Background: an optimization exercise with open tools, aiming at small area and a short achievable clock period. Do not read the settings as production practice. No run shown here included a check of the RTL's function; only the layout flow was run. Power is estimated from default activity; no workload was simulated.

File: design/flow/run.sh
#!/bin/bash
# synth_recipe.tcl (not shown) runs the flow's synth.tcl, then flattens the netlist and writes it again
# the make line also repeats each setting of config.mk as NAME=value (left out here)
make -C /OpenROAD-flow-scripts/flow DESIGN_CONFIG=/design/flow/config.mk WORK_HOME=/design/flow/orfs CLKGATE_MAP_FILE= SYNTH_SCRIPT=/design/flow/synth_recipe.tcl finish
File: design/flow/design.v
module program_mem #(
  parameter int ADDR_W = 16,
  parameter int DATA_W = 8,
  parameter int DEPTH  = 256,
  parameter int CNT_W  = $clog2(DEPTH) + 1
) (
  input  logic              clk,
  input  logic              rst_n,
  input  logic              load_start,
  input  logic              load_valid,
  input  logic [DATA_W-1:0] load_data,
  input  logic              load_last,
  output logic              load_ready,
  output logic              load_done,
  output logic              load_ovf,
  output logic [CNT_W-1:0]  load_count,
  input  logic              fetch_req,
  input  logic [ADDR_W-1:0] fetch_addr,
  output logic              fetch_ready,
  output logic              fetch_valid,
  output logic [DATA_W-1:0] fetch_data,
  output logic              fetch_err
);
  logic              st_load;
  logic              st_run;
  logic [7:0]        wr_ptr;
  logic [7:0]        mem [256];
  logic              xfer;
  logic              ptr_at_end;
  logic              load_end;
  logic              start_load;
  logic              fetch_acc;
  logic              in_range;
  logic [15:0]       lo_n;
  logic [15:0]       hi_n;
  logic [255:0]      sel;
  logic [7:0]        rd_a;
  logic [7:0]        rd_b;
  assign xfer       = load_valid && st_load;
  assign ptr_at_end = &wr_ptr;
  assign load_end   = xfer && (load_last || ptr_at_end);
  assign start_load = load_start && !st_load;
  assign fetch_acc  = fetch_req && st_run;
  assign in_range   = ~|fetch_addr[15:8];
  assign load_ready  = st_load;
  assign fetch_ready = st_run;
  always_ff @(posedge clk or negedge rst_n) begin
    if (!rst_n) begin
      st_load    <= 1'b0;
      st_run     <= 1'b0;
      wr_ptr     <= '0;
      load_count <= '0;
      load_ovf   <= 1'b0;
      load_done  <= 1'b0;
    end else begin
      load_done <= load_end;
      if (st_load) begin
        st_load <= !load_end;
        st_run  <= load_end;
      end else if (load_start) begin
        st_load <= 1'b1;
        st_run  <= 1'b0;
      end
      if (start_load) begin
        wr_ptr     <= '0;
        load_count <= '0;
        load_ovf   <= 1'b0;
      end else if (xfer) begin
        wr_ptr <= wr_ptr + 1'b1;
        if (!load_count[8]) load_count <= load_count + 1'b1;
        if (!load_last && ptr_at_end) load_ovf <= 1'b1;
      end
    end
  end
  always_ff @(posedge clk) begin
    if (xfer) mem[wr_ptr] <= load_data;
  end
  pm_predec u_lo (.a(fetch_addr[3:0]), .y_n(lo_n));
  pm_predec u_hi (.a(fetch_addr[7:4]), .y_n(hi_n));
  for (genvar i = 0; i < 256; i++) begin : g_sel
    pm_nor2 u_sel (.a(lo_n[i % 16]), .b(hi_n[i / 16]), .y(sel[i]));
  end
  for (genvar b = 0; b < 8; b++) begin : g_bit
    logic [255:0] col;
    for (genvar i = 0; i < 256; i++) begin : g_col
      assign col[i] = mem[i][b];
    end
    pm_or256 u_or (.sel(sel), .d(col), .y_a(rd_a[b]), .y_b(rd_b[b]));
  end
  always_ff @(posedge clk or negedge rst_n) begin
    if (!rst_n) begin
      fetch_valid <= 1'b0;
      fetch_data  <= '0;
      fetch_err   <= 1'b0;
    end else begin
      fetch_valid <= fetch_acc;
      if (fetch_acc) begin
        fetch_data <= (rd_a | rd_b) & {8{in_range}};
        fetch_err  <= !in_range;
      end
    end
  end
endmodule
module pm_predec (
  input  logic [3:0]  a,
  output logic [15:0] y_n
);
  always_comb begin
    for (int i = 0; i < 16; i++) y_n[i] = (a != 4'(i));
  end
endmodule
module pm_or256 (
  input  logic [255:0] sel,
  input  logic [255:0] d,
  output logic         y_a,
  output logic         y_b
);
  logic [127:0] t1;   
  logic [31:0]  t2;   
  logic [7:0]   t3;   
  for (genvar i = 0; i < 128; i++) begin : g_l1
    pm_aoi22 u (.a0(sel[2*i]), .b0(d[2*i]), .a1(sel[2*i+1]), .b1(d[2*i+1]), .y(t1[i]));
  end
  for (genvar i = 0; i < 32; i++) begin : g_l2
    pm_nand4 u (.a(t1[4*i]), .b(t1[4*i+1]), .c(t1[4*i+2]), .d(t1[4*i+3]), .y(t2[i]));
  end
  for (genvar i = 0; i < 8; i++) begin : g_l3
    pm_nor4 u (.a(t2[4*i]), .b(t2[4*i+1]), .c(t2[4*i+2]), .d(t2[4*i+3]), .y(t3[i]));
  end
  pm_nand4 u_a (.a(t3[0]), .b(t3[1]), .c(t3[2]), .d(t3[3]), .y(y_a));
  pm_nand4 u_b (.a(t3[4]), .b(t3[5]), .c(t3[6]), .d(t3[7]), .y(y_b));
endmodule
module pm_aoi22 (
  input  logic a0, b0, a1, b1,
  output logic y
);
  assign y = !((a0 && b0) || (a1 && b1));
endmodule
module pm_nand4 (
  input  logic a, b, c, d,
  output logic y
);
  assign y = !(a && b && c && d);
endmodule
module pm_nor4 (
  input  logic a, b, c, d,
  output logic y
);
  assign y = !(a || b || c || d);
endmodule
module pm_nor2 (
  input  logic a, b,
  output logic y
);
  assign y = !(a || b);
endmodule
File: design/flow/config.mk
export PLATFORM = sky130hd
export DESIGN_NAME = program_mem
export DESIGN_NICKNAME = program_mem
export VERILOG_FILES = /design/flow/design.v
export SDC_FILE = /design/flow/constraint.sdc
export NUM_CORES = 4
export LEC_CHECK = 0
export ABC_CLOCK_PERIOD_IN_PS = 1500
export CAP_MARGIN = 20
export CORE_MARGIN = 2
export CORE_UTILIZATION = 50
export SETUP_SLACK_MARGIN = 1.0
export SLEW_MARGIN = 20
export SYNTH_HIERARCHICAL = 1
File: design/flow/constraint.sdc
create_clock -name core_clock -period 3.0 [get_ports {clk}]
set_input_delay 0.6000 -clock core_clock [delete_from_list [all_inputs] [get_ports {clk}]]
set_output_delay 0.6000 -clock core_clock [all_outputs]
set_load 0.01 [all_outputs]
==> results of run 1 <==
power by group:
part,total (µW),switching [µW],internal (µW)
Clock,24800,10800,14000
Combinational,2800,1850,945
Sequential,32100,89.4,32000
repair_timing:
item                                    CTS  global route
cloned                                    8             0
resized for setup                       474           117
pin swaps                               118            66
setup endpoints to repair              1542           757
hold buffers                              1             0
buffers inserted                        110            65
endpoints found under the hold margin    31             0
cells by family after synthesis:
logic type	count (synthesis)	share of synthesized area, %
AND/OR/NAND/NOR	1001	6.61
multiplexers	2	0.0247
AO/OA/AOI/OAI	1058	16.1
XOR/XNOR	1	0.0108
buffers and inverters	60	0.374
flip-flops	2079	76.8
adder cells (fa/ha/maj)	5	0.0772
per-module statistics from Yosys (local to each module, per instance), excerpt:
module	flip-flops and latches	cells	cell area, µm²
program_mem	2079	2550	64400
pm_predec	0	20	186
pm_aoi22	0	1	12.5
pm_nor4	0	1	12.5
pm_nand4	0	1	6.26
pm_nor2	0	1	3.75
worst max-delay path, stage by stage:
cell       delay [ps]
buf_6              70
buf_6             130
buf_6             160
nand4bb_1         190
buf_12            190
buf_4             170
nor2_1            140
buf_4             180
a22oi_2           210
nand4_1           220
nor4_4            430
nand4_1           370
nor2_1            210
o21ai_1            80
metal layers:
layer | vias to the layer above | part of all wire, % | track usage, %
li1 | 20400 | - | -
met1 | 24300 | 42 | 41.2
met2 | 2031 | 47 | 44.9
met3 | 382 | 8.4 | 5.41
met4 | 4 | 3.2 | 8.71
met5 | - | 0.012 | 0
stage by stage:
step                util (%)  TNS, ps  hold slack [ps]  area (µm²)  setup WS [ps]
detailed placement      57.2   -10160              424       91900          -1490
global placement        57.1   -10200              481       91900          -1420
global route            63.3        0             99.6      102000            395
CTS                     62.7        0             49.1      101000            424
floorplan                  -        0              304       81100            434
finish                  63.3        0             93.1      102000            309
registers in the layout (all words and copies together), names as in the netlist:
name,cells
fetch_data,8
load_count,9
fetch_valid,1
wr_ptr,8
load_ovf,1
st_run,1
st_load,1
load_done,1
mem,2048
fetch_err,1
synth_stat cells, types with 5 or more instances:
| library cell | instances |
|---|---|
| dfrtp_1 | 31 |
| nor2_1 | 526 |
| nor4_2 | 64 |
| nand4b_1 | 9 |
| ha_1 | 5 |
| nand4bb_1 | 12 |
| o21ai_0 | 14 |
| nand4_1 | 280 |
| or4b_1 | 6 |
| a22oi_2 | 1024 |
| o31ai_1 | 6 |
| buf_2 | 40 |
| edfxtp_1 | 2048 |
| nand2_1 | 44 |
| and2b_1 | 5 |
| nand3_1 | 27 |
| clkbuf_1 | 8 |
| inv_1 | 6 |
| nor2b_1 | 5 |
area by class of cell:
cell class	count	area, µm²	share of cell area (%)
well taps	2160	2700	2.65
inverters	6	22.5	0.0221
clock inverters	107	876	0.860
multi-input cells	2068	19600	19.2
flip-flops and latches	2079	62300	61.2
clock buffers	270	5570	5.47
repair buffers	1100	10800	10.6
worst max path at each step:
| stage | start | end | slack, ps | cells past startpoint |
|---|---|---|---|---|
| finish | fetch_addr[5] | fetch_data[2] | 310 | 14 |
| global route | fetch_addr[6] | fetch_data[7] | 390 | 15 |
| CTS | fetch_addr[3] | fetch_data[2] | 420 | 15 |
| detailed placement | fetch_addr[3] | fetch_data[7] | -1490 | 14 |
| global placement | fetch_addr[3] | fetch_data[7] | -1420 | 14 |
| floorplan | fetch_addr[4] | fetch_data[0] | 430 | 9 |
==> flow_summary.yaml, run 1 <==
synthesis:
  ys_seq_area_share_pct: 76.8
  synth_top_flop_cell: "edfxtp_1"
  synth.cell_area_um2: 81100
  synth_edf_count: 2048
  synth-seq-cells: 2079
  synth_top_area_cell: "edfxtp_1"
  synthArstFlopShare_pct: 1.49
  synth_top_area_share_pct: 75.9
  synth_nets: 4241
  ys_warn_count: 8
  synth_cells: 4206
  syn_area_per_cell_um2: 19.3
  yosysUniqueCellTypes: 44
  netlist_top_cells_area: "edfxtp_1 (76%), a22oi_2 (16%), nor2_1 (2.4%)"
finish:
  fill_cells: 11400
  insertedDiodeCount: 0
  area_growth_pct: 25.6
  drive_gt1_share_pct: 47.3
  nets: 5498
  layout.cells.non_filler: 7790
  mostFrequentLayoutCell: "edfxtp_1"
  mostFrequentLayoutCells: "edfxtp_1 (2048), a22oi_2 (1024), buf_4 (797), nor2_1 (382), nand4_1 (280)"
die:
  fp.dieW_um: 407
  ioPinCount: 53
  initial_core_util_pct: 50.4
  design.core.area_um2: 161000
  dieArea_um2: 165000
  num_rows: 147
  die_y_um: 407
route:
  postRouteAntennaNets: 0
  via_count: 47100
  drt_first_iter_violations: 5400
  routedWlPerCell_um: 30.4
  drc: 0
  drtPass1Iterations: 5
  wl_mm: 237
  avgViaCountPerCell: 6.05
cts:
  cts_tree: "built"
  cts_max_level: 4
  clock_sinks: 2079
  cts_root_buf: "clkbuf_16"
  cts_buffers: 208
  clk_latency_ps: 840
  cts.clk_slew.worst_paths_ps: 60
  clock_path_buffers: 3
grt:
  gr-total-overflow: 0
  grt_usage_pct: 28.7
  grt_pass1_vias: 46300
  grt_pass1_wl_mm: 335
  antenna_found_initial: 11
  grt_start_max_net_pins: 103
pwr:
  power_density_nw_per_um2: 586
  power_uw: 59700
  ir_drop_uv: 700
  p_leak_uw: 0.0321
timing:
  worst_pin_slew_ps: 914
  max-slew-margin-rel_pct: 38.8
  period_share_pct: 89.7
  min_period_ps: 2690
  rsz0062_at_grt: "true"
  fmax_ghz: 0.372
  hold_viol: 0
  clock_skew_ps: 33.5
  finalSetupViolCount: 0
  final_max_slew_viol_count: 0
run:
  max-cap-violations: 0
worst_setup_path:
  reg2reg_from: "mem[74][7]"
  required_ps: 3700
  r2r_setup_slack_ps: 660
  worstSetupPathType: "primary input to flip-flop"
  cp.arrival_ps: 3390
  end_kind: "flip-flop"
  start_kind: "primary input"
  r2r_end: "fetch_data[7]"
  cp_max_fo: 10
  reg2regPathDepth: 7
placed_design:
  place.gp.congestion: 0.904
  dp_hpwl_mm: 157
  post-place-cells: 7229
  portBuffers: 52
status:
  status: "no timing/DRC/antenna violations"
hold_path:
  hold_class: "primary input to async pin"
==> run 2: changes to the inputs <==
--- a/design/flow/config.mk
+++ b/design/flow/config.mk
@@ -9,6 +9,8 @@
 export CAP_MARGIN = 20
 export CORE_MARGIN = 2
 export CORE_UTILIZATION = 50
+export CTS_CLUSTER_DIAMETER = 80
+export CTS_CLUSTER_SIZE = 30
 export SETUP_SLACK_MARGIN = 1.0
 export SLEW_MARGIN = 20
 export SYNTH_HIERARCHICAL = 1
==> run 2 against run 1 <==
Still clean. Die area did not move. Routed wire length rose by 0.37%. Maximum frequency fell by 1.7%. Combinational power rose by 4%. Global-route usage fell by 0.16 points. Flip-flop and latch count did not move. First-iteration DRC count fell by 2.3%. Sequential power barely moved. Clock skew rose by 11 ps. Register-to-register slack improved by 50 ps. Count of clock-buffer cells in the layout fell by 156. Via count fell by 0.25%. Critical path type unchanged.
==> flow_summary.yaml, run 2 <==
cts:
  cts_root_buf: "clkbuf_16"
  clock_sinks: 2079
  clk_latency_ps: 770
  clock_path_buffers: 3
  cts_buffers: 101
  cts_tree: "built"
  cts_max_level: 3
  cts.clk_slew.worst_paths_ps: 100
worst_setup_path:
  cpPeakStageDelay_ps: 620
  critPathSlowestCell: "nor4_4"
  cp_max_fo: 4
  required_ps: 3630
  start_kind: "primary input"
  cp.arrival_ps: 3370
  cp_cell_sequence: "buf_12 -> bufbuf_16 -> nand4b_1 -> buf_6 -> nor2_1 -> buf_4 -> a22oi_2 -> nand4_1 -> buf_6 -> nor4_4 -> nand4_1 -> nor2_1 -> o21ai_1"
  end_kind: "flip-flop"
  worstSetupPathType: "primary input to flip-flop"
finish:
  mostFrequentLayoutCell: "edfxtp_1"
  reg.largest.list: "mem: 2048 flops, load_count: 9 flops"
  utilization_pct: 61.7
  mostFrequentLayoutCells: "edfxtp_1 (2048), a22oi_2 (1024), buf_4 (791), nor2_1 (369), nand4_1 (280)"
  nets: 5389
  drive_gt1_share_pct: 47.2
  area_growth_pct: 22.3
  largest_reg_flops: 2048
  regMostFlops: "mem"
synthesis:
  synthTopCellsByCount: "edfxtp_1 (2048), a22oi_2 (1024), nor2_1 (526)"
  synth_edf_count: 2048
  synth.most_common_cell: "edfxtp_1"
  yosysUniqueCellTypes: 44
  synthArstFlopShare_pct: 1.49
  ys_warn_count: 8
  synth_top_flop_cell: "edfxtp_1"
  synth_cells: 4206
  netlist_top_cells_area: "edfxtp_1 (76%), a22oi_2 (16%), nor2_1 (2.4%)"
  synth_top_area_cell: "edfxtp_1"
  ys_seq_area_share_pct: 76.8
  synth_top_area_share_pct: 75.9
  synth.cell_area_um2: 81100
  syn_area_per_cell_um2: 19.3
  synth-seq-cells: 2079
  synth_nets: 4241
grt:
  grt_usage_pct: 28.6
  grt_pass1_wl_mm: 334
  antenna_found_initial: 8
  grt_start_max_net_pins: 103
  grt_pass1_vias: 45400
  gr-total-overflow: 0
route:
  postRouteAntennaNets: 0
  drt_first_iter_violations: 5278
  via_count: 47000
  routedWlPerCell_um: 31.3
  avgViaCountPerCell: 6.19
  drtPass1Iterations: 5
  wl_mm: 238
  drc: 0
status:
  status: "no timing/DRC/antenna violations"
timing:
  period_share_pct: 91.2
  finalSetupViolCount: 0
  hold_ws_ps: 176
  final_max_slew_viol_count: 0
  rsz0062_at_grt: "true"
  max-slew-margin-rel_pct: 39.5
  hold_viol: 0
  clock_skew_ps: 44.5
  worst_pin_slew_ps: 904
  min_period_ps: 2740
  fmax_ghz: 0.365
die:
  initial_core_util_pct: 50.4
  ioPinCount: 53
  num_rows: 147
  fp.dieW_um: 407
  die_y_um: 407
  design.core.area_um2: 161000
  dieArea_um2: 165000
hold_path:
  hold_class: "primary input to async pin"
pwr:
  netSwitchingFraction_pct: 23.0
  ir_drop_uv: 536
  clockPowerShare_pct: 33.2
  pwr-share-seq_pct: 61.3
  p_leak_uw: 0.0307
  intPower_uw: 40300
  power_uw: 52300
  power_density_nw_per_um2: 528
  p_comb_share_pct: 5.6
  power.switching_uw: 12100
placed_design:
  place.gp.congestion: 0.904
  portBuffers: 52
  dp_hpwl_mm: 157
run:
  max-cap-violations: 0
==> run 2: Yosys stat by module, one instance, submodules excluded, excerpt <==
| module | cell area, µm² | cells | copies in the design |
|---|---|---|---|
| program_mem | 64400 | 2550 | 1 |
| pm_predec | 186 | 20 | 2 |
| pm_aoi22 | 12.5 | 1 | 1024 |
| pm_nor4 | 12.5 | 1 | 64 |
| pm_nand4 | 6.26 | 1 | 272 |
| pm_nor2 | 3.75 | 1 | 256 |
==> run 2: critical path, delay by kind of cell <==
family	cells	cell delay, ps
AO/OA/AOI/OAI	2	270
buffers and inverters	5	900
AND/OR/NAND/NOR	6	1560
==> run 2: worst paths after layout <==
path                       slack (ps)  cells past startpoint           from       endpoint
setup / recovery                  260                     13  fetch_addr[1]  fetch_data[7]
hold reg to reg                   500                      1      fetch_err      fetch_err
min in group core_clock           210                      1   load_data[5]    mem[221][5]
max in group asynchronous        2240                      4          rst_n  fetch_data[4]
setup reg to reg                  710                      7     mem[74][7]  fetch_data[7]
hold / removal                    180                      2          rst_n      fetch_err
==> run 2: final cells by class <==
type	count	area (µm²)
sequential	2079	62300
fill	11600	61600
multi-input combinational	2069	19600
timing repair buffer	1097	10800
tap	2160	2700
clock buffer	114	2650
clock inverter	68	975
inverter	6	25.0
antenna	4	10.0
==> run 2: kinds of logic after synthesis <==
| logic type | Yosys count | synth area share (%) |
|---|---|---|
| AO/OA/AOI/OAI | 1058 | 16.1 |
| XOR/XNOR | 1 | 0.0108 |
| adder cells (fa/ha/maj) | 5 | 0.0772 |
| buffers and inverters | 60 | 0.374 |
| flip-flops | 2079 | 76.8 |
| multiplexers | 2 | 0.0247 |
| AND/OR/NAND/NOR | 1001 | 6.61 |
==> run 2: what timing repair did <==
action                     4_1_cts  5_1_grt
resized for setup              504       82
hold buffers                     1        0
setup endpoints to repair     1613     1106
buffers inserted               127       36
hold endpoints to repair        19        0
gates cloned                    16        2
pin swaps                      145       56
==> run 2: per-stage QoR <==
| stage | setup WS [ps] | cells | instance area [µm²] | TNS, ps |
|---|---|---|---|---|
| detailed placement | -1490 | 7229 | 91900 | -10160 |
| CTS | 349 | 7555 | 98500 | 0 |
| global route | 322 | 7593 | 99100 | 0 |
| global placement | -1420 | 7227 | 91900 | -10200 |
| finish | 264 | 7597 | 99100 | 0 |
| floorplan | 434 | 4206 | 81100 | 0 |
==> run 2: metal layers <==
metal / part of all wire, % / wire length, µm / track usage (%) / up-vias
met5: 0.0097 / 23 / 0 / -
met4: 2.8 / 6590 / 7.72 / 4
met3: 8.4 / 20000 / 4.46 / 288
met2: 47 / 112000 / 45.2 / 2022
met1: 42 / 98800 / 41.4 / 24600
li1: - / - / - / 20100
==> run 2: power groups by stage <==
stage / combinational [µW] / sequential, µW / clock (µW)
finish: 2920 / 32100 / 17300
global route: 3000 / 32100 / 18500
CTS: 2650 / 32100 / 17600
detailed placement: 2260 / 32800 / 0
global placement: 2230 / 32800 / 0
floorplan: 607 / 32700 / 0

[separate check: timing with driven ports]
The results above use ideal ports. As a check the final layouts listed here were re-extracted and re-timed, cells and wires unchanged. Step 1 sets driving cells, clkbuf_16 on the clock port and buf_2 on the other inputs (assumed; they add their load-dependent delay and slew). Step 2 also shifts input and output timing later by t, the mid clock arrival at the registers, as if the neighbouring blocks saw the same clock. a / b / c = ideal ports / drivers / drivers and shift; a / b = the first two.
run | t (ns) | setup slack, ns | clock arrival spread, ns
run 1 | 0.904 | 0.309 / 0.334 / -0.570 | 0.039 / 0.038
run 2 | 0.837 | 0.264 / 0.295 / -0.541 | 0.045 / 0.045
With both steps, setup timing fails in run 1 and run 2, where it was met with ideal ports. For run 1, which loses most, drivers alone change the setup slack by +0.025 ns; drivers and shift together by -0.879 ns.
